Source: an optimization exercise on an open RTL-to-GDS flow (aim: small area). Production flows keep margins and buffers that such runs may drop. Function was checked by simulation only, so behaviour that the tests miss may differ from the original. The flow treats the clock pin as an ideal source. Dropping or thinning the clock tree relies on that and would not hold on a real chip. Power figures rest on the tool's default switching activity, not on a simulated workload.

Design walk_sound_top, start of the top module:
module walk_sound_top (
    input  logic                                      clk,
    input  logic                                      rst_n,
    input  logic                                      reg_wr,
    input  logic [1:0]                                reg_addr,
    input  logic [15:0]                               reg_wdata,
    output logic [15:0]                               reg_rdata,
    output logic                                      sample_valid,
    output logic signed [walk_snd_pkg::sample_w-1:0] sample_out
);
export LEC_CHECK = 0
export CAP_MARGIN = 20
export CORE_MARGIN = 2
export CORE_UTILIZATION = 40
export SLEW_MARGIN = 20
export SYNTH_HIERARCHICAL = 1
export SYNTH_MINIMUM_KEEP_SIZE = 0
create_clock -name core_clock -period 14.0 [get_ports {clk}]
standard.sh (not shown) runs the stock make flow with config.mk's settings and CLKGATE_MAP_FILE= SYNTH_SCRIPT=/design/flow/synth_recipe.tcl, a recipe that flattens the netlist after the stock synthesis.
==> flow/flow/run.sh <==
#!/bin/bash
# The standard layout (the standard.sh, with its synthesis unchanged), with two
# changes: the port buffers are the smallest buffer cell, and the clock tree is a
# small balanced one built by flow/cts_tree.tcl (one root and 2^levels leaf buffers).
set -euo pipefail
export BUFFER_PORTS_ARGS="-buffer_cell sky130_fd_sc_hd__buf_1"
export PRE_CTS_TCL="$PWD/flow/cts_tree.tcl"
export MY_CTS_BUF=sky130_fd_sc_hd__clkbuf_8
export MY_CTS_ROOT=sky130_fd_sc_hd__clkbuf_8
export MY_CTS_LEVELS=3
bash standard.sh > standard.log 2>&1
==> flow/flow/cts_tree.tcl <==
# A small clock tree in place of TritonCTS: the clock port drives one root
# buffer, which drives one leaf buffer per group of registers; the groups are
# formed by splitting the registers by position (median cuts). Sourced by
# ORFS's cts.tcl as PRE_CTS_TCL; clock_tree_synthesis is then skipped.
set block [ord::get_db_block]
set buf_master [[ord::get_db] findMaster $::env(MY_CTS_BUF)]
set root_master [[ord::get_db] findMaster $::env(MY_CTS_ROOT)]
set clk_net [$block findNet clk]
set sinks {}
foreach it [$clk_net getITerms] {
  if { [$it isInputSignal] || [[$it getMTerm] getSigType] == "CLOCK" || [$it isInput] } {
    lappend sinks $it
  }
}
puts "my_cts: [llength $sinks] sinks"

proc it_xy { it } {
  set inst [$it getInst]
  set b [$inst getBBox]
  return [list [expr ([$b xMin] + [$b xMax]) / 2] [expr ([$b yMin] + [$b yMax]) / 2]]
}

# recursive median split into 2^levels groups
proc split_groups { items levels } {
  if { $levels == 0 || [llength $items] < 2 } { return [list $items] }
  set xs {}; set ys {}
  foreach it $items { lassign [it_xy $it] x y; lappend xs $x; lappend ys $y }
  set dx [expr [tcl::mathfunc::max {*}$xs] - [tcl::mathfunc::min {*}$xs]]
  set dy [expr [tcl::mathfunc::max {*}$ys] - [tcl::mathfunc::min {*}$ys]]
  set idx [expr { $dx >= $dy ? 0 : 1 }]
  set sorted [lsort -command [list cmp_xy $idx] $items]
  set h [expr [llength $sorted] / 2]
  return [concat [split_groups [lrange $sorted 0 [expr $h - 1]] [expr $levels - 1]] \
                 [split_groups [lrange $sorted $h end] [expr $levels - 1]]]
}
proc cmp_xy { idx a b } {
  set va [lindex [it_xy $a] $idx]; set vb [lindex [it_xy $b] $idx]
  if { $va < $vb } { return -1 } elseif { $va > $vb } { return 1 } else { return 0 }
}

set groups [split_groups $sinks $::env(MY_CTS_LEVELS)]
set root [odb::dbInst_create $block $root_master "myclk_root"]
set root_out [odb::dbNet_create $block "myclk_root_net"]
$root_out setSigType CLOCK
# root input on the clock port net, output to the leaves
foreach mt [$root_master getMTerms] {
  set it [$root findITerm [$mt getName]]
  if { [$mt getSigType] == "POWER" || [$mt getSigType] == "GROUND" } { continue }
  if { [$mt getIoType] == "INPUT" } { $it connect $clk_net } elseif { [$mt getIoType] == "OUTPUT" } { $it connect $root_out }
}
set n 0
set lx 0; set ly 0
foreach g $groups {
  set sx 0; set sy 0
  foreach it $g { lassign [it_xy $it] x y; set sx [expr $sx + $x]; set sy [expr $sy + $y] }
  set cx [expr $sx / [llength $g]]; set cy [expr $sy / [llength $g]]
  set leaf [odb::dbInst_create $block $buf_master "myclk_leaf_$n"]
  set net [odb::dbNet_create $block "myclk_leaf_net_$n"]
  $net setSigType CLOCK
  foreach mt [$buf_master getMTerms] {
    set it [$leaf findITerm [$mt getName]]
    if { [$mt getIoType] == "INPUT" && [$mt getSigType] != "POWER" && [$mt getSigType] != "GROUND" } { $it connect $root_out }
    if { [$mt getIoType] == "OUTPUT" } { $it connect $net }
  }
  foreach it $g { $it disconnect; $it connect $net }
  $leaf setLocation [expr int($cx)] [expr int($cy)]
  $leaf setPlacementStatus PLACED
  set lx [expr $lx + $cx]; set ly [expr $ly + $cy]
  puts "my_cts: leaf $n drives [llength $g] sinks at $cx $cy"
  incr n
}
$root setLocation [expr int($lx / $n)] [expr int($ly / $n)]
$root setPlacementStatus PLACED
$clk_net setSigType CLOCK

# clock_tree_synthesis would rebuild the tree: skip it
rename clock_tree_synthesis orig_clock_tree_synthesis
proc clock_tree_synthesis { args } {
  puts "my_cts: clock_tree_synthesis skipped"
  set_propagated_clock [all_clocks]
}
The starting point produced a clean layout.
Rerun with:
--- a/flow/flow/run.sh
+++ b/flow/flow/run.sh
@@ -7,5 +7,5 @@
 export PRE_CTS_TCL="$PWD/flow/cts_tree.tcl"
-export MY_CTS_BUF=sky130_fd_sc_hd__clkbuf_8
+export MY_CTS_BUF=sky130_fd_sc_hd__clkbuf_16
 export MY_CTS_ROOT=sky130_fd_sc_hd__clkbuf_8
-export MY_CTS_LEVELS=3
+export MY_CTS_LEVELS=2
 bash standard.sh > standard.log 2>&1
After rerunning: Worst setup slack degrades by 26 ps; fmax hardly moves; clock power is about the same; cell count stays flat; routed wire length stays flat; power is about the same; synthesized cell count is unchanged; worst hold slack improves by 4.5 ps; area after synthesis stays the same; clock skew is higher by 5.4 ps.
No run of this note takes its clock network from TritonCTS; it comes from the design's own scripts or RTL.

========
walk_sound_top again, from the RTL that the note above started with.
clock: 14.0 ns
lec_check: 0
cap_margin: 20
core_margin: 2
core_utilization: 60
gpl_timing_driven: 0
slew_margin: 20
synth_hierarchical: 1
synth_minimum_keep_size: 0
==> flow/flow/run.sh <==
#!/bin/bash
# The standard layout (the standard.sh, with its synthesis unchanged), with two
# changes: the port buffers are the smallest buffer cell, and the clock tree is built
# with clkbuf_8 cells in large sink clusters and without dummy loads.
set -euo pipefail
export BUFFER_PORTS_ARGS="-buffer_cell sky130_fd_sc_hd__buf_1"
export CTS_ARGS="-sink_clustering_enable -repair_clock_nets -dont_use_dummy_load -buf_list sky130_fd_sc_hd__clkbuf_8 -sink_clustering_size 100 -sink_clustering_max_diameter 500"
bash standard.sh > standard.log 2>&1
The baseline ran to the end with no violations.
Change:
==> flow/run.sh (new file) <==
#!/bin/bash
# synth_recipe.tcl (not shown) runs the flow's synth.tcl, then flattens the netlist and writes it again
# the make line also repeats each setting of config.mk as NAME=value (left out here)
make -C /OpenROAD-flow-scripts/flow DESIGN_CONFIG=/design/flow/config.mk WORK_HOME=/design/flow/orfs CLKGATE_MAP_FILE= SYNTH_SCRIPT=/design/flow/synth_recipe.tcl finish
- CORE_UTILIZATION: 60 -> 40
- CTS_BUF_LIST: not set -> sky130_fd_sc_hd__clkbuf_8
- CTS_CLUSTER_DIAMETER: not set -> 80
- CTS_CLUSTER_SIZE: not set -> 30
- GPL_TIMING_DRIVEN: 0 -> not set
removed: flow/flow/run.sh
removed: flow/standard.sh
Result: Total power came out higher by 4.1%; routed wire length decreases by 4.8%; worst hold slack got worse by 14 ps; utilization came out lower by 20 points; via count fell by 2.0%; sequential cell count does not change.
Change:
- CORE_UTILIZATION: 40 -> 65
- CTS_BUF_LIST: sky130_fd_sc_hd__clkbuf_8 -> sky130_fd_sc_hd__clkbuf_4 sky130_fd_sc_hd__clkbuf_8
- CTS_CLUSTER_DIAMETER: 80 -> not set
- CTS_CLUSTER_SIZE: 30 -> not set
The new run passed the timing, design-rule and antenna checks.
Power goes up slightly.
Cell area falls slightly.
Hold slack is better by 11 ps.
Global-route usage grows by 11 points.
Non-clock buffer count falls by 2.
Change:
- CORE_UTILIZATION: 65 -> 40
- CTS_BUF_LIST: sky130_fd_sc_hd__clkbuf_4 sky130_fd_sc_hd__clkbuf_8 -> sky130_fd_sc_hd__clkbuf_8
- CTS_CLUSTER_DIAMETER: not set -> 500
- CTS_CLUSTER_SIZE: not set -> 100
What happened: Die area rose by 61%. Routed wire length goes down by 0.98%. Area after synthesis does not change. Fmax climbs by 0.65%. Power drops by 0.93%. Non-clock buffer count increases by 2. Sequential cell count is unchanged. First-iteration DRC count went up by 31%. Cell area goes up by 1.5%. Setup slack improved by 88 ps.
Change:
==> flow/flow/run.sh (new file) <==
#!/bin/bash
# The standard layout (the standard.sh, with its synthesis unchanged), with two
# changes: the port buffers are the smallest buffer cell, and the clock tree is built
# with clkbuf_8 cells in large sink clusters and without dummy loads.
set -euo pipefail
export BUFFER_PORTS_ARGS="-buffer_cell sky130_fd_sc_hd__buf_1"
export CTS_ARGS="-sink_clustering_enable -repair_clock_nets -dont_use_dummy_load -buf_list sky130_fd_sc_hd__clkbuf_8 -sink_clustering_size 100 -sink_clustering_max_diameter 500"
bash standard.sh > standard.log 2>&1
==> flow/standard.sh (new file) <==
#!/bin/bash
# synth_recipe.tcl (not shown) runs the flow's synth.tcl, then flattens the netlist and writes it again
# the make line also repeats each setting of config.mk as NAME=value (left out here)
make -C /OpenROAD-flow-scripts/flow DESIGN_CONFIG=/design/flow/config.mk WORK_HOME=/design/flow/orfs CLKGATE_MAP_FILE= SYNTH_SCRIPT=/design/flow/synth_recipe.tcl "${@:-finish}"
- CTS_BUF_LIST: sky130_fd_sc_hd__clkbuf_8 -> not set
- CTS_CLUSTER_DIAMETER: 500 -> not set
- CTS_CLUSTER_SIZE: 100 -> not set
removed: flow/run.sh
What happened: Register-to-register slack is worse by 110 ps. Final area fell by 2.6%. Die area does not change. Sequential share of layout area went up by 0.41 points. Via count hardly moves. Routed wire length fell by 0.74%. Synthesized area does not change. Clock power fell by 28%. Count of clock-buffer cells in the layout shrinks by 1. Flip-flop and latch count is unchanged.
Change:
==> flow/run.sh (new file) <==
#!/bin/bash
# synth_recipe.tcl (not shown) runs the flow's synth.tcl, then flattens the netlist and writes it again
# the make line also repeats each setting of config.mk as NAME=value (left out here)
make -C /OpenROAD-flow-scripts/flow DESIGN_CONFIG=/design/flow/config.mk WORK_HOME=/design/flow/orfs CLKGATE_MAP_FILE= SYNTH_SCRIPT=/design/flow/synth_recipe.tcl finish
- CTS_BUF_LIST: not set -> sky130_fd_sc_hd__clkbuf_16
- CTS_CLUSTER_DIAMETER: not set -> 500
- CTS_CLUSTER_SIZE: not set -> 100
removed: flow/flow/run.sh
removed: flow/standard.sh
Outcome: Die area does not change. Cell count went up by about 0.8%. Sequential power is about the same. Synthesized cell count is unchanged. Maximum frequency went up by about 0.9%. Clock power went up by about 90%. Synthesized area is unchanged. Setup slack improved by 120 ps.

========
== job 546 ==
Another version of the RTL of walk_sound_top (not shown whole).
Size: roughly 1400 cells after synthesis, ~54 I/O pins, ~0.014 mm^2 of cells after synthesis.
Settings: LEC_CHECK=0, CAP_MARGIN=20, CORE_MARGIN=2, CORE_UTILIZATION=40, SLEW_MARGIN=20, SYNTH_HIERARCHICAL=1, SYNTH_MINIMUM_KEEP_SIZE=0; clock period 14.0 ns.
==> flow/flow/run.sh <==
#!/bin/bash
# The standard layout (the standard.sh, with its synthesis unchanged), with two
# changes: the port buffers are the smallest buffer cell, and the clock tree is a
# small balanced one built by flow/cts_tree.tcl (one root and 2^levels leaf buffers).
set -euo pipefail
export BUFFER_PORTS_ARGS="-buffer_cell sky130_fd_sc_hd__buf_1"
export PRE_CTS_TCL="$PWD/flow/cts_tree.tcl"
export MY_CTS_BUF=sky130_fd_sc_hd__clkbuf_16
export MY_CTS_ROOT=sky130_fd_sc_hd__clkbuf_8
export MY_CTS_LEVELS=2
bash standard.sh > standard.log 2>&1
Scripts as last shown in full above: flow/flow/cts_tree.tcl
For job 3507, these inputs were changed with respect to job 546:
diff --git a/flow/flow/run.sh b/flow/flow/run.sh
--- a/flow/flow/run.sh
+++ b/flow/flow/run.sh
@@ -8 +8 @@
-export MY_CTS_BUF=sky130_fd_sc_hd__clkbuf_16
+export MY_CTS_BUF=sky130_fd_sc_hd__clkbuf_8
@@ -10 +10 @@
-export MY_CTS_LEVELS=2
+export MY_CTS_LEVELS=3
diff --git a/flow/config.mk b/flow/config.mk
--- a/flow/config.mk
+++ b/flow/config.mk
@@ -10 +10 @@
-export CORE_UTILIZATION = 40
+export CORE_UTILIZATION = 50
--- outcome ---
The lower total power came out of job 546. Final core area utilization came out higher on job 3507 than on job 546. Compared to job 546, job 3507 shows a wider setup margin. Comparing job 546 against job 3507, there is no change at all in number of non-clock inverters in the layout. Job 3507 completed end to end with timing, DRC and antenna clean.
[inputs] job 1801 vs job 3507
diff --git a/flow/flow/run.sh b/flow/flow/run.sh
--- a/flow/flow/run.sh
+++ b/flow/flow/run.sh
@@ -9 +9 @@
-export MY_CTS_ROOT=sky130_fd_sc_hd__clkbuf_8
+export MY_CTS_ROOT=sky130_fd_sc_hd__clkbuf_16
diff --git a/flow/config.mk b/flow/config.mk
--- a/flow/config.mk
+++ b/flow/config.mk
@@ -10 +10 @@
-export CORE_UTILIZATION = 50
+export CORE_UTILIZATION = 40
Notes after the runs:
- Of job 3507 and job 1801, the run reporting the lower fraction of area in multi-input gates was job 1801.
- The estimated power of job 1801 ends up lower than the estimate for job 3507.
- [compare] base=job 3507 new=job 1801: clock skew moved up; fraction of layout instances using a drive strength above 1 now sits at about the same level; post-cts repair resize count saw a decrease; shortest clock period the worst path allows after layout went up.
- Compared with job 3507, total internal power in job 1801 increased slightly.
- Area growth from synthesis to layout, job 3507 and job 1801: smaller value in job 3507
- The final routed wirelength across all metal layers of job 1801 exceeds that of job 3507 by about 0.5%.
- Compared with job 3507, job 1801 shows relative contribution of the clock network to total power higher by 0.2 points.
The following lists how job 9249 was set up differently from job 1801:
diff --git a/flow/flow/run.sh b/flow/flow/run.sh
--- a/flow/flow/run.sh
+++ b/flow/flow/run.sh
@@ -8,3 +8,3 @@
-export MY_CTS_BUF=sky130_fd_sc_hd__clkbuf_8
-export MY_CTS_ROOT=sky130_fd_sc_hd__clkbuf_16
-export MY_CTS_LEVELS=3
+export MY_CTS_BUF=sky130_fd_sc_hd__clkbuf_4
+export MY_CTS_ROOT=sky130_fd_sc_hd__clkbuf_8
+export MY_CTS_LEVELS=4
For cell area after layout, job 9249 and job 1801 come out practically identical. The clock transition at the registers of the reported paths of job 1801 and that of job 9249 are within noise of each other. | setup slack | job 9249 vs job 1801 | 0.0038 ns lower |.
Input-level comparison between job 8755 and job 9249:
diff --git a/flow/flow/run.sh b/flow/flow/run.sh
--- a/flow/flow/run.sh
+++ b/flow/flow/run.sh
@@ -8 +8 @@
-export MY_CTS_BUF=sky130_fd_sc_hd__clkbuf_4
+export MY_CTS_BUF=sky130_fd_sc_hd__clkbuf_8
@@ -10 +10 @@
-export MY_CTS_LEVELS=4
+export MY_CTS_LEVELS=3
==> run summary <==
Highest routed metal layer: met4 -> job 8755, met5 -> job 9249. Re fraction of synthesis flops using an asynchronous set or reset pin: no difference whatsoever between job 9249 and job 8755. Looking at switching portion of total power, job 8755 sits below job 9249. Via count was higher in the run labelled job 9249. The higher combinational power share of job 8755 and job 9249 is in job 8755. The final reports for job 8755 and job 9249 show total wire length lower in the former.
No run of this note takes its clock network from TritonCTS; it comes from the design's own scripts or RTL.

========
12-16:
walk_sound_top with an RTL version that a note above also has.
Size: about 1,400 cells after synthesis, ~54 I/O pins, ~14,000 um2 of cells after synthesis.
clock: 14.0 ns
lec_check: 0
cap_margin: 20
core_margin: 2
core_utilization: 40
slew_margin: 20
synth_hierarchical: 1
synth_minimum_keep_size: 0
==> flow/flow/run.sh <==
#!/bin/bash
# The standard layout (the standard.sh, with its synthesis unchanged), with two
# changes: the port buffers are the smallest buffer cell, and the clock tree is built
# with clkbuf_8 cells in large sink clusters and without dummy loads.
set -euo pipefail
export BUFFER_PORTS_ARGS="-buffer_cell sky130_fd_sc_hd__buf_1"
export CTS_ARGS="-sink_clustering_enable -repair_clock_nets -dont_use_dummy_load -buf_list sky130_fd_sc_hd__clkbuf_4 -root_buf sky130_fd_sc_hd__clkbuf_8 -sink_clustering_size 100 -sink_clustering_max_diameter 500"
bash standard.sh > standard.log 2>&1
12-16 went all the way through the flow, and no timing, DRC or antenna check failed.
Changes in 07-20 relative to 12-16:
==> flow/run.sh (new file) <==
#!/bin/bash
# synth_recipe.tcl (not shown) runs the flow's synth.tcl, then flattens the netlist and writes it again
# the make line also repeats each setting of config.mk as NAME=value (left out here)
make -C /OpenROAD-flow-scripts/flow DESIGN_CONFIG=/design/flow/config.mk WORK_HOME=/design/flow/orfs CLKGATE_MAP_FILE= SYNTH_SCRIPT=/design/flow/synth_recipe.tcl finish
removed: flow/flow/run.sh
removed: flow/standard.sh
[summary]
Compared 07-20 vs 12-16, and setup slack of the most critical reg-to-reg path is up in 07-20.
Summary: worst hold slack, 07-20 worse than 12-16
In the metrics for 12-16 and 07-20, the one carrying the lower endpoint arrival time on the critical path is 07-20.
Cmp 07-20 vs 12-16: power higher in 07-20
Changes observed in 07-20 relative to 12-16: ratio of cells with drive above 1 in the final layout saw an increase, final non-filler cell area saw an increase.
Min maximum frequency across 12-16 and 07-20: 12-16
Delta (07-20 minus 12-16): sequential share of layout area shrank by 0.71 points; combinational power grew by about 3%; met2 capacity usage during global routing grew by 1.4 points.

## what the ideal ports hide
In the flow no input, the clock included, has a driving cell. The finished layouts below were timed again as built, in two steps.
Step 1 (the two cells are an assumption about what drives the block):
set clk [get_ports {clk}]
set_driving_cell -lib_cell sky130_fd_sc_hd__clkbuf_16 $clk
set_driving_cell -lib_cell sky130_fd_sc_hd__buf_2 [delete_from_list [all_inputs] $clk]
Step 2 also shifts input and output timing later by t, the mid clock arrival at the registers, as if the neighbouring blocks saw the same clock.
a / b / c = ideal ports / drivers / drivers and shift; a / b = the first two.
| run | t, ns | setup slack, ns | hold WS [ns] | worst register clock-pin slew, ns | worst slew at a driven data input, ns |
|---|---|---|---|---|---|
| the first run of note 1 | 0.455 | 0.398 / 0.398 / 0.398 | 0.477 / 0.477 / 0.477 | 0.11 / 0.11 | 0.03 |
| the second run of note 1 | 0.443 | 0.372 / 0.372 / 0.372 | 0.482 / 0.482 / 0.482 | 0.12 / 0.12 | 0.03 |
| the first run of note 2 | 0.473 | 0.360 / 0.360 / 0.360 | 0.484 / 0.484 / 0.484 | 0.10 / 0.10 | 0.03 |
| the second run of note 2 | 0.494 | 0.468 / 0.468 / 0.468 | 0.469 / 0.469 / 0.469 | 0.09 / 0.09 | 0.03 |
| the third run of note 2 | 0.493 | 0.380 / 0.380 / 0.380 | 0.480 / 0.480 / 0.480 | 0.11 / 0.11 | 0.03 |
| the fourth run of note 2 | 0.494 | 0.468 / 0.468 / 0.468 | 0.469 / 0.469 / 0.469 | 0.09 / 0.09 | 0.03 |
| the fifth run of note 2 | 0.480 | 0.359 / 0.359 / 0.359 | 0.475 / 0.475 / 0.475 | 0.08 / 0.08 | 0.03 |
| the sixth run of note 2 | 0.472 | 0.480 / 0.480 / 0.480 | 0.468 / 0.468 / 0.468 | 0.06 / 0.06 | 0.03 |
| job 546 | 0.418 | 0.389 / 0.389 / 0.389 | 0.477 / 0.477 / 0.477 | 0.12 / 0.12 | 0.03 |
| job 3507 | 0.463 | 0.464 / 0.464 / 0.464 | 0.473 / 0.473 / 0.473 | 0.11 / 0.11 | 0.03 |
| job 1801 | 0.396 | 0.400 / 0.400 / 0.400 | 0.478 / 0.478 / 0.478 | 0.12 / 0.12 | 0.03 |
| job 9249 | 0.483 | 0.396 / 0.396 / 0.396 | 0.478 / 0.478 / 0.478 | 0.11 / 0.11 | 0.03 |
| job 8755 | 0.449 | 0.401 / 0.401 / 0.401 | 0.479 / 0.479 / 0.479 | 0.12 / 0.12 | 0.03 |
| 12-16 | 0.460 | 0.396 / 0.396 / 0.396 | 0.480 / 0.480 / 0.480 | 0.12 / 0.12 | 0.03 |
| 07-20 | 0.472 | 0.481 / 0.481 / 0.481 | 0.466 / 0.466 / 0.466 | 0.06 / 0.06 | 0.03 |
After both steps every run listed still meets setup and hold.
